This design comes from an exercise in tuning for small area, a short achievable clock period and few clock cycles per item on the open sky130 flow, not from production work.
Where RTL was checked, it was by simulation tests only, not by an equivalence proof against the original.
Power is estimated from default activity; no workload was simulated.

// grid_zone_binning
module grid_zone_binning (
  input  logic                           clk,
  input  logic                           rst_n,
  input  logic                           in_tvalid,
  output logic                           in_tready,
  input  logic [55:0]                    in_tdata,
  input  logic                           in_tuser,
  output logic                           out_tvalid,
  input  logic                           out_tready,
  output logic [15:0]                    out_tdata,
  output logic [1:0]                     out_tuser,
  output logic                           out_tlast,
  input  logic                           cfg_valid,
  output logic                           cfg_ready,
  input  logic [0:0]                     cfg_index,
  input  logic [11:0]                    cfg_data
);
  logic [ZS_W-1:0] zw_r, zh_r;
  logic [11:0]     bw3_r, bh3_r, b3_new;
  logic        rdy_r, rv_r, rop_r;
  logic [3:0]  rc0_r, rr0_r;
  logic [12:0] rx1_r, ry1_r;    
  ...
Size in the first run: about 1,500 cells after synthesis, ~300 flip-flops, ~97 I/O pins, ~16,000 um2 of cells after synthesis.
==> flow/config.mk <==
export PLATFORM = sky130hd
export DESIGN_NAME = grid_zone_binning
export DESIGN_NICKNAME = grid_zone_binning
export VERILOG_FILES = /design/flow/design.v
export SDC_FILE = /design/flow/constraint.sdc
export NUM_CORES = 4
export LEC_CHECK = 0
export ABC_CLOCK_PERIOD_IN_PS = 2300
export CAP_MARGIN = 20
export CORE_MARGIN = 2
export CORE_UTILIZATION = 40
export CTS_BUF_LIST = sky130_fd_sc_hd__clkbuf_8
export CTS_CLUSTER_DIAMETER = 60
export CTS_CLUSTER_SIZE = 14
export PLACE_DENSITY = 0.6
export SETUP_SLACK_MARGIN = 3.5
export SLEW_MARGIN = 20
==> flow/constraint.sdc <==
create_clock -name core_clock -period 6.0 [get_ports {clk}]
set_input_delay 1.2000 -clock core_clock [delete_from_list [all_inputs] [get_ports {clk}]]
set_output_delay 1.2000 -clock core_clock [all_outputs]
set_load 0.01 [all_outputs]
standard.sh (not shown) runs the stock make flow with config.mk's settings and CLKGATE_MAP_FILE= SYNTH_SCRIPT=/design/flow/synth_recipe.tcl, a recipe that flattens the netlist after the stock synthesis.
==> flow/flow/run.sh <==
#!/bin/bash
# standard layout, with plain buffers (not delay cells) on the ports
set -o pipefail
export BUFFER_PORTS_ARGS="-buffer_cell sky130_fd_sc_hd__buf_2"
bash standard.sh > standard.log 2>&1
Testbench counts at the start, summed over its fixed seeds: cycles 8,777, items 4,800.
==> next run, changes <==
--- a/flow/design.v
+++ b/flow/design.v
@@ -65,20 +65,20 @@
   logic        f1v, f2v, f1op, f2op;
   logic [3:0]  f1r, f1c, f2r, f2c;
   logic        hv, hop;
   logic [3:0]  hr, hc, hcl;
   logic [3:0]  rsel, csel;
   logic        step, pop, popd, last, last_c, hit;
   logic        f1_ld, f2_ld;
   logic [2:0]  n_all;
-  logic [3:0]  zone;
   logic        pv_r, phit_r, plast_r, pclr_r;
-  logic [3:0]  pzone_r;
-  logic [15:0] sel, sel_r, we;
+  logic [3:0]  prow_r, pcol_r;   
+  logic [3:0]  pzone;
+  logic [15:0] sel, we;
   logic [8:0]  fs_raw, fs, inc;
   logic        same;
   logic [8:0]  fill_r [ZONE_COUNT];
   logic        fclr;
   logic [8:0]  fbus;
   logic        ov_r, oclr_r, wpend_r;
   logic [14:0] res, o_r;         
   assign cfg_ready = 1'b1;
@@ -118,53 +118,55 @@
   assign row_hit = rr0_r | r1_hit;
   always_comb begin
     rsel = '0;
     csel = '0;
     for (int i = 3; i >= 0; i--) begin
       if (hr[i])  rsel = 4'(1) << i;
       if (hcl[i]) csel = 4'(1) << i;
     end
-    for (int r = 0; r < 4; r++)
-      for (int c = 0; c < 4; c++)
-        sel[4*r+c] = rsel[r] && csel[c] && hit;
   end
   assign hit    = hv && hop && (hr != '0) && (hc != '0);
   assign last_c = (hcl & ~csel) == '0;
   assign last   = !hit || (last_c && ((hr & ~rsel) == '0));
-  assign zone   = hit ? {rsel[3] | rsel[2], rsel[3] | rsel[1],
-                         csel[3] | csel[2], csel[3] | csel[1]} : 4'd0;
   assign step   = !ov_r || out_tready;
   assign pop    = !hv || (step && last);
   assign popd   = hv && step && last;
   always_ff @(posedge clk) begin
     if (!rst_n) begin
       pv_r <= 1'b0;
     end else if (step) begin
       pv_r <= hv;
     end
   end
   always_ff @(posedge clk) begin
     if (step) begin
       phit_r  <= hit;
       plast_r <= last;
       pclr_r  <= hop == OP_CLEAR;
-      pzone_r <= zone;
-      sel_r   <= sel;
-    end
-  end
+      prow_r  <= hit ? rsel : 4'd0;
+      pcol_r  <= hit ? csel : 4'd0;
+    end
+  end
+  always_comb begin
+    for (int r = 0; r < 4; r++)
+      for (int c = 0; c < 4; c++)
+        sel[4*r+c] = prow_r[r] && pcol_r[c];
+  end
+  assign pzone = {prow_r[3] | prow_r[2], prow_r[3] | prow_r[1],
+                  pcol_r[3] | pcol_r[2], pcol_r[3] | pcol_r[1]};
   always_comb begin
     fs_raw = '0;
     for (int z = 0; z < ZONE_COUNT; z++)
-      fs_raw = fs_raw | ({9{sel_r[z]}} & fill_r[z]);
+      fs_raw = fs_raw | ({9{sel[z]}} & fill_r[z]);
   end
   assign inc  = o_r[14] ? 9'd256 : ({1'b0, o_r[11:4]} + 9'd1);
-  assign same = phit_r && ov_r && o_r[13] && (o_r[3:0] == pzone_r);
+  assign same = phit_r && ov_r && o_r[13] && (o_r[3:0] == pzone);
   assign fs   = (ov_r && oclr_r) ? 9'd0 : (same ? inc : fs_raw);
-  assign res  = {fs[8], phit_r, plast_r, fs[7:0], pzone_r};
+  assign res  = {fs[8], phit_r, plast_r, fs[7:0], pzone};
   always_comb begin
     for (int z = 0; z < ZONE_COUNT; z++)
       we[z] = wpend_r && o_r[13] && !o_r[14] && (o_r[3:0] == 4'(z));
   end
   assign f1_ld = popd ? (f2v || (rv_r && f1v)) : (rv_r && hv && !f1v);
   assign f2_ld = rv_r && (popd ? f2v : (f1v && !f2v));
   assign n_all = 3'(hv) + 3'(f1v) + 3'(f2v) + 3'(rv_r);
   always_ff @(posedge clk) begin
The new run completed without violations.
Final area increases by 0.36%.
Sequential power decreases by about 6%.
Core utilization increases by 1.1 points.
Fmax decreases by 0.96%.
Synthesized cell count decreases by 2.0%.
Flip-flop and latch count decreases by 12.
Non-clock buffer count increases by 30.
Synthesized area decreases by 1.3%.
Die area decreases by 1.3%.
For the second run of this note, only the layout was checked, not whether the RTL still works.

old:
Another version of the RTL of grid_zone_binning (not shown whole).
Size in the first run: roughly 97 I/O pins.
Settings: LEC_CHECK=0, ABC_CLOCK_PERIOD_IN_PS=2600, CAP_MARGIN=20, CORE_MARGIN=2, CORE_UTILIZATION=40, PLACE_DENSITY=0.6, SETUP_SLACK_MARGIN=3.4, SLEW_MARGIN=20; clock period 6.0 ns.
run.sh (not shown) runs the stock make flow with config.mk's settings and CLKGATE_MAP_FILE= SYNTH_SCRIPT=/design/flow/synth_recipe.tcl, a recipe that flattens the netlist after the stock synthesis.
Stock flow here: none of the scripts above is used.
The following lists how new was set up differently from old:
diff --git a/flow/design.v b/flow/design.v
--- a/flow/design.v
+++ b/flow/design.v
@@ -70,22 +70,22 @@
   logic [3:0]  hr, hc, hcl;
   logic [3:0]  rsel, csel;
   logic        step, pop, popd, last, last_c, hit;
   logic [1:0]  n_nxt;
   logic [2:0]  n_all;
   logic [3:0]  zone;
   logic        pv_r, phit_r, plast_r, pclr_r;
   logic [3:0]  pzone_r;
-  logic [15:0] sel, we, full;
+  logic [15:0] sel, sel_r, we, full;
   logic [8:0]  fs, inc;
   logic [8:0]  fill_r [ZONE_COUNT];
   logic [15:0] fv_r;
-  logic        ov_r, sv_r, take;
-  logic [14:0] res, o_r, s_r;    
+  logic        ov_r;
+  logic [14:0] res, o_r;         
   assign cfg_ready = 1'b1;
   assign in_tready = rdy_r;
   assign acc       = in_tvalid && rdy_r;
   assign b3_new = 12'(cfg_data[SCR_W-1:2]) + {1'b0, cfg_data[SCR_W-1:2], 1'b0};
   always_ff @(posedge clk) begin
     if (!rst_n) begin
       zw_r  <= SCR_W_RESET[SCR_W-1:2];
       zh_r  <= SCR_H_RESET[SCR_W-1:2];
@@ -96,18 +96,18 @@
         zw_r  <= cfg_data[SCR_W-1:2];
         bw3_r <= b3_new;
       end else begin
         zh_r  <= cfg_data[SCR_W-1:2];
         bh3_r <= b3_new;
       end
     end
   end
-  assign x0 = 14'($signed(in_tdata[20:8]));
-  assign y0 = 14'($signed(in_tdata[33:21]));
+  assign x0 = {in_tdata[20], in_tdata[20:8]};
+  assign y0 = {in_tdata[33], in_tdata[33:21]};
   assign x1 = x0 + 14'(in_tdata[42:34]);
   assign y1 = y0 + 14'(in_tdata[51:43]);
   gzb_lanes u_c0 (.zs(zw_r), .b3(bw3_r), .p(x0), .hit(c0_hit));
   gzb_lanes u_r0 (.zs(zh_r), .b3(bh3_r), .p(y0), .hit(r0_hit));
   always_ff @(posedge clk) begin
     rop_r <= in_tuser;
     rc0_r <= c0_hit;
     rr0_r <= r0_hit;
@@ -120,50 +120,53 @@
   assign row_hit = rr0_r | r1_hit;
   always_comb begin
     rsel = '0;
     csel = '0;
     for (int i = 3; i >= 0; i--) begin
       if (hr[i])  rsel = 4'(1) << i;
       if (hcl[i]) csel = 4'(1) << i;
     end
+    for (int r = 0; r < 4; r++)
+      for (int c = 0; c < 4; c++)
+        sel[4*r+c] = rsel[r] && csel[c] && hit;
   end
   assign hit    = hv && hop && (hr != '0) && (hc != '0);
   assign last_c = (hcl & ~csel) == '0;
   assign last   = !hit || (last_c && ((hr & ~rsel) == '0));
   assign zone   = hit ? {rsel[3] | rsel[2], rsel[3] | rsel[1],
                          csel[3] | csel[2], csel[3] | csel[1]} : 4'd0;
-  assign step   = !sv_r;
+  assign step   = !ov_r || out_tready;
   assign pop    = !hv || (step && last);
   assign popd   = hv && step && last;
   always_ff @(posedge clk) begin
     if (!rst_n) begin
       pv_r <= 1'b0;
     end else if (step) begin
       pv_r <= hv;
     end
   end
   always_ff @(posedge clk) begin
     if (step) begin
       phit_r  <= hit;
       plast_r <= last;
       pclr_r  <= hop == OP_CLEAR;
       pzone_r <= zone;
+      sel_r   <= sel;
     end
   end
   always_comb begin
     fs = '0;
     for (int z = 0; z < ZONE_COUNT; z++) begin
-      sel[z]  = (pzone_r == 4'(z)) && phit_r;
-      fs      = fs | ({9{sel[z] && fv_r[z]}} & fill_r[z]);
+      fs      = fs | ({9{sel_r[z] && fv_r[z]}} & fill_r[z]);
       full[z] = fv_r[z] && fill_r[z][8];
     end
   end
   assign inc  = fs + 9'd1;
-  assign we   = (step && pv_r) ? (sel & ~full) : '0;
+  assign we   = (step && pv_r) ? (sel_r & ~full) : '0;
   assign res  = {fs[8], phit_r, plast_r, fs[7:0], pzone_r};
   assign n_nxt = 2'(hv) + 2'(f1v) + 2'(f2v) - 2'(popd);
   assign n_all = 3'(hv) + 3'(f1v) + 3'(f2v) + 3'(rv_r);
   always_ff @(posedge clk) begin
     if (!rst_n) begin
       hv  <= 1'b0;
       f1v <= 1'b0;
       f2v <= 1'b0;
@@ -227,27 +230,23 @@
     end else begin
       fv_r <= fv_r | we;
     end
   end
   always_ff @(posedge clk) begin
     for (int z = 0; z < ZONE_COUNT; z++)
       if (we[z]) fill_r[z] <= inc;
   end
-  assign take = ov_r && out_tready;
   always_ff @(posedge clk) begin
     if (!rst_n) begin
       ov_r <= 1'b0;
-      sv_r <= 1'b0;
-    end else begin
-      ov_r <= (ov_r && !out_tready) || sv_r || (step && pv_r);
-      sv_r <= (ov_r && !out_tready) && (sv_r || (step && pv_r));
-    end
-  end
-  always_ff @(posedge clk) begin
-    if (!ov_r || take) o_r <= sv_r ? s_r : res;
-    if (step)          s_r <= res;
+    end else if (step) begin
+      ov_r <= pv_r;
+    end
+  end
+  always_ff @(posedge clk) begin
+    if (step) o_r <= res;
   end
   assign out_tvalid = ov_r;
   assign out_tdata  = {4'b0000, o_r[11:0]};
   assign out_tuser  = {o_r[14], o_r[13]};
   assign out_tlast  = o_r[12];
 endmodule
--- outcome ---
- The synthesized area per cell was comparable across new and old.
- Summary — finished layout cell area, new relative to old: lower, by about 7%.
- Between new and old, the difference in sum of negative setup slack is negligible.
- Comparing new and old, the lower clock power share is on new.
- new ends up with a detailed-route wire length that is about 5.7% lower than in old.
- new ended up with a lower final cell count than old did.
Testbench counts of new, summed over its fixed seeds: cycles 8,777, items 4,800.
The RTL of old was laid out without a check of its function.

The RTL this note starts from:
==> flow/design.v <==
package gzb_pkg;
  localparam int GRID_COLS  = 4;
  localparam int GRID_ROWS  = 4;
  localparam int ZONE_COUNT = GRID_COLS * GRID_ROWS;
  localparam int FILL_W     = 9;     
  localparam int SCR_W      = 12;
  localparam int ZS_W       = SCR_W - 2;    
  localparam int COORD_W    = 14;
  localparam logic [SCR_W-1:0] SCR_W_RESET = SCR_W'(800);
  localparam logic [SCR_W-1:0] SCR_H_RESET = SCR_W'(600);
  localparam logic OP_CLEAR  = 1'b0;
  localparam logic OP_INSERT = 1'b1;
endpackage
import gzb_pkg::*;
module gzb_lanes (
  input  logic [gzb_pkg::ZS_W-1:0]   zs,
  input  logic [11:0]                b3,
  input  logic [11:0]                u,
  input  logic                       oor,
  output logic [3:0]                 hit
);
  logic [11:0] b [5];
  logic [4:0]  lt, le;
  assign b[0] = 12'd0;
  assign b[1] = 12'(zs);
  assign b[2] = {1'b0, zs, 1'b0};
  assign b[3] = b3;
  assign b[4] = {zs, 2'b00};
  always_comb begin
    for (int k = 0; k < 5; k++) begin
      lt[k] = u < b[k];
      le[k] = u <= b[k];
    end
    for (int k = 0; k < 4; k++)
      hit[k] = !oor && !lt[k] && le[k+1];
  end
endmodule
import gzb_pkg::*;
module grid_zone_binning (
  input  logic                           clk,
  input  logic                           rst_n,
  input  logic                           in_tvalid,
  output logic                           in_tready,
  input  logic [55:0]                    in_tdata,
  input  logic                           in_tuser,
  output logic                           out_tvalid,
  input  logic                           out_tready,
  output logic [15:0]                    out_tdata,
  output logic [1:0]                     out_tuser,
  output logic                           out_tlast,
  input  logic                           cfg_valid,
  output logic                           cfg_ready,
  input  logic [0:0]                     cfg_index,
  input  logic [11:0]                    cfg_data
);
  logic [ZS_W-1:0] zw_r, zh_r;
  logic [11:0]     bw3_r, bh3_r, b3_new;
  logic        rdy_r, rv_r, rop_r;
  logic [3:0]  rc0_r, rr0_r;
  logic [12:0] rx1_r, ry1_r;    
  logic [3:0]  c0_hit, r0_hit, c1_hit, r1_hit;
  logic [13:0] x1, y1;
  logic        acc;
  logic [3:0]  col_hit, row_hit;
  logic        f1v, f2v, f1op, f2op;
  logic [3:0]  f1r, f1c, f2r, f2c;
  logic        hv, hop;
  logic [3:0]  hr, hc, hcl;
  logic [3:0]  rsel, csel;
  logic        step, pop, popd, last, last_c, hit;
  logic        f1_ld, f2_ld;
  logic [2:0]  n_all;
  logic [3:0]  zone;
  logic        pv_r, phit_r, plast_r, pclr_r;
  logic [3:0]  pzone_r;
  logic [15:0] sel, sel_r, we;
  logic [8:0]  fs_raw, fs, inc;
  logic        same;
  logic [8:0]  fill_r [ZONE_COUNT];
  logic [15:0] fv_r;
  logic        ov_r, oclr_r, wpend_r;
  logic [14:0] res, o_r;         
  assign cfg_ready = 1'b1;
  assign in_tready = rdy_r;
  assign acc       = in_tvalid && rdy_r;
  assign b3_new = 12'(cfg_data[SCR_W-1:2]) + {1'b0, cfg_data[SCR_W-1:2], 1'b0};
  always_ff @(posedge clk) begin
    if (!rst_n) begin
      zw_r  <= SCR_W_RESET[SCR_W-1:2];
      zh_r  <= SCR_H_RESET[SCR_W-1:2];
      bw3_r <= 12'(3 * (SCR_W_RESET / 4));
      bh3_r <= 12'(3 * (SCR_H_RESET / 4));
    end else if (cfg_valid) begin
      if (cfg_index == 1'b0) begin
        zw_r  <= cfg_data[SCR_W-1:2];
        bw3_r <= b3_new;
      end else begin
        zh_r  <= cfg_data[SCR_W-1:2];
        bh3_r <= b3_new;
      end
    end
  end
  assign x1 = {in_tdata[20], in_tdata[20:8]} + 14'(in_tdata[42:34]);
  assign y1 = {in_tdata[33], in_tdata[33:21]} + 14'(in_tdata[51:43]);
  gzb_lanes u_c0 (.zs(zw_r), .b3(bw3_r), .u(in_tdata[19:8]),  .oor(in_tdata[20]), .hit(c0_hit));
  gzb_lanes u_r0 (.zs(zh_r), .b3(bh3_r), .u(in_tdata[32:21]), .oor(in_tdata[33]), .hit(r0_hit));
  always_ff @(posedge clk) begin
    rop_r <= in_tuser;
    rc0_r <= c0_hit;
    rr0_r <= r0_hit;
    rx1_r <= {x1[13] | x1[12], x1[11:0]};
    ry1_r <= {y1[13] | y1[12], y1[11:0]};
  end
  gzb_lanes u_c1 (.zs(zw_r), .b3(bw3_r), .u(rx1_r[11:0]), .oor(rx1_r[12]), .hit(c1_hit));
  gzb_lanes u_r1 (.zs(zh_r), .b3(bh3_r), .u(ry1_r[11:0]), .oor(ry1_r[12]), .hit(r1_hit));
  assign col_hit = rc0_r | c1_hit;
  assign row_hit = rr0_r | r1_hit;
  always_comb begin
    rsel = '0;
    csel = '0;
    for (int i = 3; i >= 0; i--) begin
      if (hr[i])  rsel = 4'(1) << i;
      if (hcl[i]) csel = 4'(1) << i;
    end
    for (int r = 0; r < 4; r++)
      for (int c = 0; c < 4; c++)
        sel[4*r+c] = rsel[r] && csel[c] && hit;
  end
  assign hit    = hv && hop && (hr != '0) && (hc != '0);
  assign last_c = (hcl & ~csel) == '0;
  assign last   = !hit || (last_c && ((hr & ~rsel) == '0));
  assign zone   = hit ? {rsel[3] | rsel[2], rsel[3] | rsel[1],
                         csel[3] | csel[2], csel[3] | csel[1]} : 4'd0;
  assign step   = !ov_r || out_tready;
  assign pop    = !hv || (step && last);
  assign popd   = hv && step && last;
  always_ff @(posedge clk) begin
    if (!rst_n) begin
      pv_r <= 1'b0;
    end else if (step) begin
      pv_r <= hv;
    end
  end
  always_ff @(posedge clk) begin
    if (step) begin
      phit_r  <= hit;
      plast_r <= last;
      pclr_r  <= hop == OP_CLEAR;
      pzone_r <= zone;
      sel_r   <= sel;
    end
  end
  always_comb begin
    fs_raw = '0;
    for (int z = 0; z < ZONE_COUNT; z++)
      fs_raw = fs_raw | ({9{sel_r[z] && fv_r[z]}} & fill_r[z]);
  end
  assign inc  = o_r[14] ? 9'd256 : ({1'b0, o_r[11:4]} + 9'd1);
  assign same = phit_r && ov_r && o_r[13] && (o_r[3:0] == pzone_r);
  assign fs   = (ov_r && oclr_r) ? 9'd0 : (same ? inc : fs_raw);
  assign res  = {fs[8], phit_r, plast_r, fs[7:0], pzone_r};
  always_comb begin
    for (int z = 0; z < ZONE_COUNT; z++)
      we[z] = wpend_r && o_r[13] && !o_r[14] && (o_r[3:0] == 4'(z));
  end
  assign f1_ld = popd ? (f2v || (rv_r && f1v)) : (rv_r && hv && !f1v);
  assign f2_ld = rv_r && (popd ? f2v : (f1v && !f2v));
  assign n_all = 3'(hv) + 3'(f1v) + 3'(f2v) + 3'(rv_r);
  always_ff @(posedge clk) begin
    if (!rst_n) begin
      hv  <= 1'b0;
      f1v <= 1'b0;
      f2v <= 1'b0;
    end else begin
      hv  <= pop ? (f1v || rv_r) : 1'b1;
      f1v <= pop ? (f2v || (f1v && rv_r)) : (f1v || (hv && rv_r));
      f2v <= pop ? (f2v && rv_r) : (f2v || (f1v && rv_r));
    end
  end
  always_ff @(posedge clk) begin
    if (pop) begin
      if (f1v) begin
        hop <= f1op;
        hr  <= f1r;
        hc  <= f1c;
        hcl <= f1c;
      end else begin
        hop <= rop_r;
        hr  <= row_hit;
        hc  <= col_hit;
        hcl <= col_hit;
      end
    end else if (step) begin
      if (last_c) begin
        hr  <= hr & ~rsel;
        hcl <= hc;
      end else begin
        hcl <= hcl & ~csel;
      end
    end
    if (f1_ld) begin
      f1op <= f2v ? f2op : rop_r;
      f1r  <= f2v ? f2r  : row_hit;
      f1c  <= f2v ? f2c  : col_hit;
    end
    if (f2_ld) begin
      f2op <= rop_r;
      f2r  <= row_hit;
      f2c  <= col_hit;
    end
  end
  always_ff @(posedge clk) begin
    if (!rst_n) begin
      rv_r  <= 1'b0;
      rdy_r <= 1'b0;
    end else begin
      rv_r  <= acc;
      if (acc) rdy_r <= popd ? (n_all <= 3'd2) : (n_all <= 3'd1);
      else     rdy_r <= popd ? (n_all <= 3'd3) : (n_all <= 3'd2);
    end
  end
  always_ff @(posedge clk) begin
    if (!rst_n) begin
      fv_r <= '0;
    end else if (wpend_r && oclr_r) begin
      fv_r <= '0;
    end else begin
      fv_r <= fv_r | we;
    end
  end
  always_ff @(posedge clk) begin
    for (int z = 0; z < ZONE_COUNT; z++)
      if (we[z]) fill_r[z] <= inc;
  end
  always_ff @(posedge clk) begin
    if (!rst_n) begin
      ov_r    <= 1'b0;
      wpend_r <= 1'b0;
    end else begin
      if (step) ov_r <= pv_r;
      wpend_r <= step && pv_r;
    end
  end
  always_ff @(posedge clk) begin
    if (step) begin
      o_r    <= res;
      oclr_r <= pclr_r;
    end
  end
  assign out_tvalid = ov_r;
  assign out_tdata  = {4'b0000, o_r[11:0]};
  assign out_tuser  = {o_r[14], o_r[13]};
  assign out_tlast  = o_r[12];
endmodule
==> flow/config.mk <==
export PLATFORM = sky130hd
export DESIGN_NAME = grid_zone_binning
export DESIGN_NICKNAME = grid_zone_binning
export VERILOG_FILES = /design/flow/design.v
export SDC_FILE = /design/flow/constraint.sdc
export NUM_CORES = 4
export LEC_CHECK = 0
export ABC_CLOCK_PERIOD_IN_PS = 2600
export CAP_MARGIN = 20
export CORE_MARGIN = 2
export CORE_UTILIZATION = 40
export CTS_BUF_LIST = sky130_fd_sc_hd__clkbuf_8
export PLACE_DENSITY = 0.6
export SETUP_SLACK_MARGIN = 3.4
export SLEW_MARGIN = 20
==> flow/constraint.sdc <==
create_clock -name core_clock -period 6.0 [get_ports {clk}]
set_input_delay 1.2000 -clock core_clock [delete_from_list [all_inputs] [get_ports {clk}]]
set_output_delay 1.2000 -clock core_clock [all_outputs]
set_load 0.01 [all_outputs]
standard.sh (not shown) runs the stock make flow with config.mk's settings and CLKGATE_MAP_FILE= SYNTH_SCRIPT=/design/flow/synth_recipe.tcl, a recipe that flattens the netlist after the stock synthesis.
Scripts as last shown in full above: flow/flow/run.sh
Testbench counts at the start, summed over its fixed seeds: cycles 8,777, items 4,800.
Next try:
--- a/flow/design.v
+++ b/flow/design.v
@@ -16,10 +16,10 @@
   input  logic [gzb_pkg::ZS_W-1:0]   zs,
   input  logic [11:0]                b3,
-  input  logic [11:0]                u,
-  input  logic                       oor,
+  input  logic signed [13:0]         p,
   output logic [3:0]                 hit
 );
   logic [11:0] b [5];
-  logic [4:0]  lt, le;
+  logic [4:0]  lt, eq;
+  logic        neg, big;
   assign b[0] = 12'd0;
   assign b[1] = 12'(zs);
@@ -27,11 +27,13 @@
   assign b[3] = b3;
   assign b[4] = {zs, 2'b00};
+  assign neg  = p[13];
+  assign big  = !p[13] && p[12];
   always_comb begin
     for (int k = 0; k < 5; k++) begin
-      lt[k] = u < b[k];
-      le[k] = u <= b[k];
+      lt[k] = neg || (!big && (p[11:0] < b[k]));
+      eq[k] = !neg && !big && (p[11:0] == b[k]);
     end
     for (int k = 0; k < 4; k++)
-      hit[k] = !oor && !lt[k] && le[k+1];
+      hit[k] = !lt[k] && (lt[k+1] || eq[k+1]);
   end
 endmodule
@@ -58,7 +60,7 @@
   logic        rdy_r, rv_r, rop_r;
   logic [3:0]  rc0_r, rr0_r;
-  logic [12:0] rx1_r, ry1_r;    
+  logic [13:0] rx1_r, ry1_r;
   logic [3:0]  c0_hit, r0_hit, c1_hit, r1_hit;
-  logic [13:0] x1, y1;
+  logic [13:0] x0, y0, x1, y1;
   logic        acc;
   logic [3:0]  col_hit, row_hit;
@@ -101,17 +103,19 @@
     end
   end
-  assign x1 = {in_tdata[20], in_tdata[20:8]} + 14'(in_tdata[42:34]);
-  assign y1 = {in_tdata[33], in_tdata[33:21]} + 14'(in_tdata[51:43]);
-  gzb_lanes u_c0 (.zs(zw_r), .b3(bw3_r), .u(in_tdata[19:8]),  .oor(in_tdata[20]), .hit(c0_hit));
-  gzb_lanes u_r0 (.zs(zh_r), .b3(bh3_r), .u(in_tdata[32:21]), .oor(in_tdata[33]), .hit(r0_hit));
+  assign x0 = {in_tdata[20], in_tdata[20:8]};
+  assign y0 = {in_tdata[33], in_tdata[33:21]};
+  assign x1 = x0 + 14'(in_tdata[42:34]);
+  assign y1 = y0 + 14'(in_tdata[51:43]);
+  gzb_lanes u_c0 (.zs(zw_r), .b3(bw3_r), .p(x0), .hit(c0_hit));
+  gzb_lanes u_r0 (.zs(zh_r), .b3(bh3_r), .p(y0), .hit(r0_hit));
   always_ff @(posedge clk) begin
     rop_r <= in_tuser;
     rc0_r <= c0_hit;
     rr0_r <= r0_hit;
-    rx1_r <= {x1[13] | x1[12], x1[11:0]};
-    ry1_r <= {y1[13] | y1[12], y1[11:0]};
-  end
-  gzb_lanes u_c1 (.zs(zw_r), .b3(bw3_r), .u(rx1_r[11:0]), .oor(rx1_r[12]), .hit(c1_hit));
-  gzb_lanes u_r1 (.zs(zh_r), .b3(bh3_r), .u(ry1_r[11:0]), .oor(ry1_r[12]), .hit(r1_hit));
+    rx1_r <= x1;
+    ry1_r <= y1;
+  end
+  gzb_lanes u_c1 (.zs(zw_r), .b3(bw3_r), .p(rx1_r), .hit(c1_hit));
+  gzb_lanes u_r1 (.zs(zh_r), .b3(bh3_r), .p(ry1_r), .hit(r1_hit));
   assign col_hit = rc0_r | c1_hit;
   assign row_hit = rr0_r | r1_hit;
Synthesized area went up by about 1%.
Critical path depth went down by 5.
Clock power went up by 13%.
Cell count went up by 0.72%.
Power went up by about 3.3%.
Testbench counts after the change, summed over its fixed seeds: cycles 8,777, items 4,800.

what the ideal ports hide:
No port has a modelled driver above. Below, the same layouts with a new extraction and two added sets of constraints.
Step 1 sets driving cells, clkbuf_16 on the clock port and buf_2 on the other inputs (assumed; they add their load-dependent delay and slew).
Step 2, shift: input delay + t, output delay - t, t = (earliest + latest rising clock arrival at the registers) / 2. This alone moves slack from input paths to output paths.
a / b / c = no drivers / after step 1 / after step 2; a / b = the first two.
run | shift t [ns] | slack for setup (ns) | latest minus earliest clock arrival (ns)
the first run of note 1 | 0.655 | 3.503 / 3.451 / 2.912 | 0.026 / 0.025
the second run of note 1 | 0.641 | 3.479 / 3.433 / 2.885 | 0.037 / 0.037
old | 0.615 | 3.072 / 3.072 / 2.876 | 0.033 / 0.033
new | 0.575 | 3.229 / 3.229 / 2.795 | 0.017 / 0.017
the first run of note 3 | 0.631 | 3.391 / 3.415 / 2.786 | 0.021 / 0.021
the second run of note 3 | 0.658 | 3.478 / 3.428 / 2.870 | 0.024 / 0.024
After both steps setup and hold are still met in every run listed. For the second run of note 3, which loses most, drivers alone change the setup slack by -0.050 ns; drivers and shift together by -0.608 ns.
